Context: an optimization exercise on an open-source flow, tuned for small area. The choices shown serve that exercise and are no tape-out recipe. At most, simulation tests tie the RTL to the original design; equivalence was not proved. No activity file was given, so power comes from the tool's default toggle rates. No driver is modelled on the clock port, so clocking that relies on it looks cheaper here than on a real chip.

## sha1_stream_packer
module sha1_stream_packer
(
  input  logic                 clk,
  input  logic                 reset,
  output logic                 o_tready_in,
  input  logic                 i_tvalid_in,
  input  logic [sha1_stream_pkg::IN_W-1:0]      i_tdata_in,
  input  logic [sha1_stream_pkg::IN_BYTES-1:0]  i_tkeep_in,
  input  logic                 i_tlast_in,
  input  logic                 i_tready_out,
  output logic                 o_tvalid_out,
  output logic [sha1_stream_pkg::OUT_W-1:0]     o_tdata_out,
  output logic [sha1_stream_pkg::OUT_BYTES-1:0] o_tkeep_out,
  output logic                 o_tlast_out
);
  logic [3:0]   r_idx;
  logic         r_done;
  logic         r_clean;       
  logic [511:0] r_data;
  logic [3:0]   r_lkeep;       
  logic         r_last;        
  logic         w_slot_valid, w_slot_free, w_xfer, w_accept, w_tready_in;
  logic [3:0]   w_base_idx;
  logic [3:0]   w_wkeep;
  logic [31:0]  w_wdata;
  logic [15:0]  w_we;
  assign w_slot_free = !w_slot_valid || i_tready_out;
  assign w_xfer      = r_done && w_slot_free;
  assign w_tready_in = !reset && (!r_done || w_slot_free);
  assign w_accept    = i_tvalid_in && w_tready_in;
  assign w_base_idx  = w_xfer ? 4'd0 : r_idx;
  assign w_wkeep     = i_tlast_in ? i_tkeep_in : 4'hF;
  always_comb begin
    for (int b = 0; b < 4; b++) w_wdata[8*b +: 8] = i_tdata_in[8*b +: 8] & {8{w_wkeep[b]}};
  end
  logic        w_clr;
  logic [31:0] w_wdata_hi;
  assign w_clr      = w_xfer || !r_clean;
  assign w_wdata_hi = w_wdata & {32{!w_clr}};
  always_comb begin
    for (int k = 0; k < 16; k++) w_we[k] = w_accept && (w_base_idx == k);
  end
  always_ff @(posedge clk) begin
    if (w_we[0]) r_data[31:0] <= w_wdata;
    for (int k = 1; k < 16; k++)
      if (w_we[k] || w_clr) r_data[32*k +: 32] <= w_wdata_hi;
    if (w_accept) begin
      r_lkeep <= w_wkeep;
      r_last  <= i_tlast_in;
    end
  end
  always_ff @(posedge clk or posedge reset) begin
    if (reset) begin
      r_idx   <= 4'd0;
      r_done  <= 1'b0;
      r_clean <= 1'b0;
    end else begin
      r_clean <= 1'b1;
  ...
For scale: about 33000 um^2 of cells after synthesis.
==> module sha1_beat_slot, before the edit <==
module sha1_beat_slot
(
  input  logic          clk,
  input  logic          reset,
  input  logic          i_load,
  input  logic [511:0]  i_data,
  input  logic [3:0]    i_lane,     
  input  logic [3:0]    i_lkeep,    
  input  logic          i_last,
  input  logic          i_ready,
  output logic          o_valid,
  output logic [511:0]  o_data,
  output logic [63:0]   o_keep,
  output logic          o_last
);
  logic         r_valid;
  logic [511:0] r_data;
  logic [3:0]   r_lane;
  logic [3:0]   r_lkeep;
  logic         r_last;
  always_ff @(posedge clk or posedge reset) begin
    if (reset)            r_valid <= 1'b0;
    else if (i_load)      r_valid <= 1'b1;
    else if (i_ready)     r_valid <= 1'b0;
  end
  logic w_hold;
  assign w_hold = !(i_load || (r_valid && i_ready));
  always_ff @(posedge clk) begin
    r_data <= (r_data & {512{w_hold}}) | (i_data & {512{i_load}});
    if (i_load) begin
      r_lane  <= i_lane;
      r_lkeep <= i_lkeep;
      r_last  <= i_last;
    end
  end
  always_comb begin
    for (int j = 0; j < 16; j++) begin
      for (int b = 0; b < 4; b++) begin
        o_keep[4*j+b] = (j < r_lane) || ((j == r_lane) && r_lkeep[b]);
      end
    end
  end
  assign o_valid = r_valid;
  assign o_data  = r_data;
  assign o_last  = r_last;
endmodule
export LEC_CHECK = 0
export CAP_MARGIN = 20
export CORE_MARGIN = 2
export CORE_UTILIZATION = 60
export SLEW_MARGIN = 20
export BUFFER_PORTS_ARGS = -buffer_cell sky130_fd_sc_hd__buf_1
export CTS_ARGS = -sink_clustering_enable -repair_clock_nets -dont_use_dummy_load -buf_list {sky130_fd_sc_hd__clkbuf_8 sky130_fd_sc_hd__clkbuf_16} -root_buf sky130_fd_sc_hd__clkbuf_16 -sink_clustering_size 20 -sink_clustering_max_diameter 50
create_clock -name core_clock -period 5.0 [get_ports {clk}]
standard.sh (not shown) runs the stock make flow with config.mk's settings and CLKGATE_MAP_FILE= SYNTH_SCRIPT=/design/flow/synth_recipe.tcl, a recipe that flattens the netlist after the stock synthesis.
==> flow/flow/run.sh <==
#!/bin/bash
# Standard layout, with the port buffers made from the smallest buffer and a leaner clock tree.
set -euo pipefail
cat >> config.mk <<'EOC'
export BUFFER_PORTS_ARGS = -buffer_cell sky130_fd_sc_hd__buf_1
export CTS_ARGS = -sink_clustering_enable -repair_clock_nets -dont_use_dummy_load -buf_list {sky130_fd_sc_hd__clkbuf_8 sky130_fd_sc_hd__clkbuf_16} -root_buf sky130_fd_sc_hd__clkbuf_16 -sink_clustering_size 20 -sink_clustering_max_diameter 50
EOC
bash standard.sh > flow_make.log 2>&1
The baseline produced a clean layout.
Edit:
--- a/flow/design.v
+++ b/flow/design.v
@@ -29,15 +29,13 @@
   always_ff @(posedge clk or posedge reset) begin
     if (reset)            r_valid <= 1'b0;
     else if (i_load)      r_valid <= 1'b1;
     else if (i_ready)     r_valid <= 1'b0;
   end
-  logic w_hold;
-  assign w_hold = !(i_load || (r_valid && i_ready));
   always_ff @(posedge clk) begin
-    r_data <= (r_data & {512{w_hold}}) | (i_data & {512{i_load}});
     if (i_load) begin
+      r_data  <= i_data;
       r_lane  <= i_lane;
       r_lkeep <= i_lkeep;
       r_last  <= i_last;
     end
   end
Clock-buffer cell count climbs by 3.
Global-route usage falls by 5.7 points.
Synthesized cell count goes down by 32%.
Synthesized area goes down by 0.49%.
Worst setup slack improved by 0.30 ns.
Final area is higher by 1.8%.
Via count goes down by 24%.
Total power goes down by 8.7%.
Worst hold slack is worse by 0.043 ns.
Clock skew increases by 0.016 ns.
Cell count came out lower by 16%.
First-iteration DRC count falls by 28%.
The RTL of the first run of this note was laid out without a check of its function.

## job 101
The RTL this note starts from:
==> flow/design.v <==
package sha1_stream_pkg;
  localparam int IN_BYTES  = 4;
  localparam int OUT_BYTES = 64;
  localparam int WORDS     = OUT_BYTES / IN_BYTES;
  localparam int IDX_W     = $clog2(WORDS);
  localparam int IN_W      = 8 * IN_BYTES;
  localparam int OUT_W     = 8 * OUT_BYTES;
endpackage
module sha1_beat_slot
(
  input  logic          clk,
  input  logic          reset,
  input  logic          i_load,
  input  logic [511:0]  i_data,
  input  logic [3:0]    i_lane,     
  input  logic [3:0]    i_lkeep,    
  input  logic          i_last,
  input  logic          i_ready,
  output logic          o_valid,
  output logic [511:0]  o_data,
  output logic [63:0]   o_keep,
  output logic          o_last
);
  logic         r_valid;
  logic [511:0] r_data;
  logic [3:0]   r_lane;
  logic [3:0]   r_lkeep;
  logic         r_last;
  always_ff @(posedge clk or posedge reset) begin
    if (reset)            r_valid <= 1'b0;
    else if (i_load)      r_valid <= 1'b1;
    else if (i_ready)     r_valid <= 1'b0;
  end
  logic w_hold;
  assign w_hold = !(i_load || (r_valid && i_ready));
  always_ff @(posedge clk) begin
    r_data <= (r_data & {512{w_hold}}) | (i_data & {512{i_load}});
    if (i_load) begin
      r_lane  <= i_lane;
      r_lkeep <= i_lkeep;
      r_last  <= i_last;
    end
  end
  always_comb begin
    for (int j = 0; j < 16; j++) begin
      for (int b = 0; b < 4; b++) begin
        o_keep[4*j+b] = (j < r_lane) || ((j == r_lane) && r_lkeep[b]);
      end
    end
  end
  assign o_valid = r_valid;
  assign o_data  = r_data;
  assign o_last  = r_last;
endmodule
module sha1_stream_packer
(
  input  logic                 clk,
  input  logic                 reset,
  output logic                 o_tready_in,
  input  logic                 i_tvalid_in,
  input  logic [sha1_stream_pkg::IN_W-1:0]      i_tdata_in,
  input  logic [sha1_stream_pkg::IN_BYTES-1:0]  i_tkeep_in,
  input  logic                 i_tlast_in,
  input  logic                 i_tready_out,
  output logic                 o_tvalid_out,
  output logic [sha1_stream_pkg::OUT_W-1:0]     o_tdata_out,
  output logic [sha1_stream_pkg::OUT_BYTES-1:0] o_tkeep_out,
  output logic                 o_tlast_out
);
  logic [3:0]   r_idx;
  logic         r_done;
  logic         r_clean;       
  logic [511:0] r_data;
  logic [3:0]   r_lkeep;       
  logic         r_last;        
  logic         w_slot_valid, w_slot_free, w_xfer, w_accept, w_tready_in;
  logic [3:0]   w_base_idx;
  logic [3:0]   w_wkeep;
  assign w_slot_free = !w_slot_valid || i_tready_out;
  assign w_xfer      = r_done && w_slot_free;
  assign w_tready_in = !reset && (!r_done || w_slot_free);
  assign w_accept    = i_tvalid_in && w_tready_in;
  assign w_base_idx  = w_xfer ? 4'd0 : r_idx;
  assign w_wkeep     = i_tlast_in ? i_tkeep_in : 4'hF;
  logic w_clr;
  assign w_clr = w_xfer || !r_clean;
  logic [15:0] w_we;
  logic [63:0] w_take;
  always_comb begin
    for (int k = 0; k < 16; k++) begin
      w_we[k] = w_accept && (w_base_idx == k);
      for (int b = 0; b < 4; b++) w_take[4*k+b] = w_we[k] && w_wkeep[b];
    end
  end
  always_ff @(posedge clk) begin
    for (int k = 0; k < 16; k++)
      for (int b = 0; b < 4; b++)
        r_data[32*k+8*b +: 8] <= (r_data[32*k+8*b +: 8] & {8{(k == 0) ? !(w_we[0] || w_clr) : !w_clr}})
                               | (i_tdata_in[8*b +: 8] & {8{w_take[4*k+b]}});
    if (w_accept) begin
      r_lkeep <= w_wkeep;
      r_last  <= i_tlast_in;
    end
  end
  always_ff @(posedge clk or posedge reset) begin
    if (reset) begin
      r_idx   <= 4'd0;
      r_done  <= 1'b0;
      r_clean <= 1'b0;
    end else begin
      r_clean <= 1'b1;
      if (w_accept) begin
        r_idx  <= w_base_idx + 4'd1;
        r_done <= i_tlast_in || (w_base_idx == 4'd15);
      end else begin
        r_idx  <= w_base_idx;
        r_done <= r_done && !w_xfer;
      end
    end
  end
  sha1_beat_slot u_slot (
    .clk     (clk),
    .reset   (reset),
    .i_load  (w_xfer),
    .i_data  (r_data),
    .i_lane  (r_idx - 4'd1),
    .i_lkeep (r_lkeep),
    .i_last  (r_last),
    .i_ready (i_tready_out),
    .o_valid (w_slot_valid),
    .o_data  (o_tdata_out),
    .o_keep  (o_tkeep_out),
    .o_last  (o_tlast_out)
  );
  assign o_tready_in  = w_tready_in;
  assign o_tvalid_out = w_slot_valid;
endmodule
clock: 5.0 ns
lec_check: 0
cap_margin: 20
core_margin: 2
core_utilization: 60
slew_margin: 20
buffer_ports_args: -buffer_cell sky130_fd_sc_hd__buf_1
cts_args: -sink_clustering_enable -repair_clock_nets -dont_use_dummy_load -buf_list {sky130_fd_sc_hd__clkbuf_16} -root_buf sky130_fd_sc_hd__clkbuf_16 -sink_clustering_size 32 -sink_clustering_max_diameter 90
==> flow/flow/run.sh <==
#!/bin/bash
# Standard layout, with the port buffers made from the smallest buffer and a leaner clock tree.
set -euo pipefail
cat >> config.mk <<'EOC'
export BUFFER_PORTS_ARGS = -buffer_cell sky130_fd_sc_hd__buf_1
export CTS_ARGS = -sink_clustering_enable -repair_clock_nets -dont_use_dummy_load -buf_list {sky130_fd_sc_hd__clkbuf_16} -root_buf sky130_fd_sc_hd__clkbuf_16 -sink_clustering_size 32 -sink_clustering_max_diameter 90
EOC
bash standard.sh > flow_make.log 2>&1
### job 101 -> job 102
diff --git a/flow/design.v b/flow/design.v
--- a/flow/design.v
+++ b/flow/design.v
@@ -77,4 +77,6 @@
   logic [3:0]   w_base_idx;
   logic [3:0]   w_wkeep;
+  logic [31:0]  w_wdata;
+  logic [15:0]  w_we;
   assign w_slot_free = !w_slot_valid || i_tready_out;
   assign w_xfer      = r_done && w_slot_free;
@@ -83,19 +85,18 @@
   assign w_base_idx  = w_xfer ? 4'd0 : r_idx;
   assign w_wkeep     = i_tlast_in ? i_tkeep_in : 4'hF;
-  logic w_clr;
-  assign w_clr = w_xfer || !r_clean;
-  logic [15:0] w_we;
-  logic [63:0] w_take;
   always_comb begin
-    for (int k = 0; k < 16; k++) begin
-      w_we[k] = w_accept && (w_base_idx == k);
-      for (int b = 0; b < 4; b++) w_take[4*k+b] = w_we[k] && w_wkeep[b];
-    end
+    for (int b = 0; b < 4; b++) w_wdata[8*b +: 8] = i_tdata_in[8*b +: 8] & {8{w_wkeep[b]}};
+  end
+  logic        w_clr;
+  logic [31:0] w_wdata_hi;
+  assign w_clr      = w_xfer || !r_clean;
+  assign w_wdata_hi = w_wdata & {32{!w_clr}};
+  always_comb begin
+    for (int k = 0; k < 16; k++) w_we[k] = w_accept && (w_base_idx == k);
   end
   always_ff @(posedge clk) begin
-    for (int k = 0; k < 16; k++)
-      for (int b = 0; b < 4; b++)
-        r_data[32*k+8*b +: 8] <= (r_data[32*k+8*b +: 8] & {8{(k == 0) ? !(w_we[0] || w_clr) : !w_clr}})
-                               | (i_tdata_in[8*b +: 8] & {8{w_take[4*k+b]}});
+    if (w_we[0]) r_data[31:0] <= w_wdata;
+    for (int k = 1; k < 16; k++)
+      if (w_we[k] || w_clr) r_data[32*k +: 32] <= w_wdata_hi;
     if (w_accept) begin
       r_lkeep <= w_wkeep;
Results
The final layout from job 101, which completed every stage, passed the timing, DRC and antenna checks at the end of the flow.
Per the final summary, job 102 finished and its layout is clean on timing, DRC and antenna.
Per the comparison of job 102 with job 101, placed standard-cell area higher, proportion of synthesized area in mux cells roughly the same, register share of total power higher, via-per-instance ratio higher, switching component of the power higher.
Depth of the worst register-to-register path delta for job 102 relative to job 101: 1 lower
In job 102 relative to job 101, count of different cell masters after synthesis had gone down by more than 10%.
Diff job 101 -> job 102 | overall die area | up slightly
Relative to job 101, post-synthesis to final-layout area growth increased by 0.24 points in job 102.
Internal power ended up about 20% higher on job 102 than on job 101.
Of the two values seen for most common library cell in the layout ignoring fill and taps, sky130_fd_sc_hd__dfxtp_1 was produced by job 101 and sky130_fd_sc_hd__buf_1 by job 102.
For job 102, only the layout was checked, not whether the RTL still works.

[what the ideal ports hide]
The results above use ideal ports. As a check the final layouts listed here were re-extracted and re-timed, cells and wires unchanged.
Step 1 assumes that a clkbuf_16 drives the clock port and a buf_2 every other input.
Step 2 times the ports against the registers' clock, not the clock port: input delays grow and output delays shrink by t, the midpoint of the rising clock arrivals with the driver on.
Slacks: no drivers / after step 1 / after step 2; pairs: no drivers / after step 1.
| run | t (ns) | setup WS [ns] | clock arrival spread, ns |
|---|---|---|---|
| the first run of note 1 | 0.665 | 1.133 / 1.068 / 1.173 | 0.053 / 0.054 |
| the second run of note 1 | 0.651 | 1.435 / 1.375 / 1.555 | 0.068 / 0.069 |
| job 101 | 0.653 | 1.241 / 1.176 / 1.584 | 0.042 / 0.041 |
| job 102 | 0.633 | 1.061 / 0.997 / 1.154 | 0.083 / 0.083 |
After both steps every run listed still meets setup and hold.
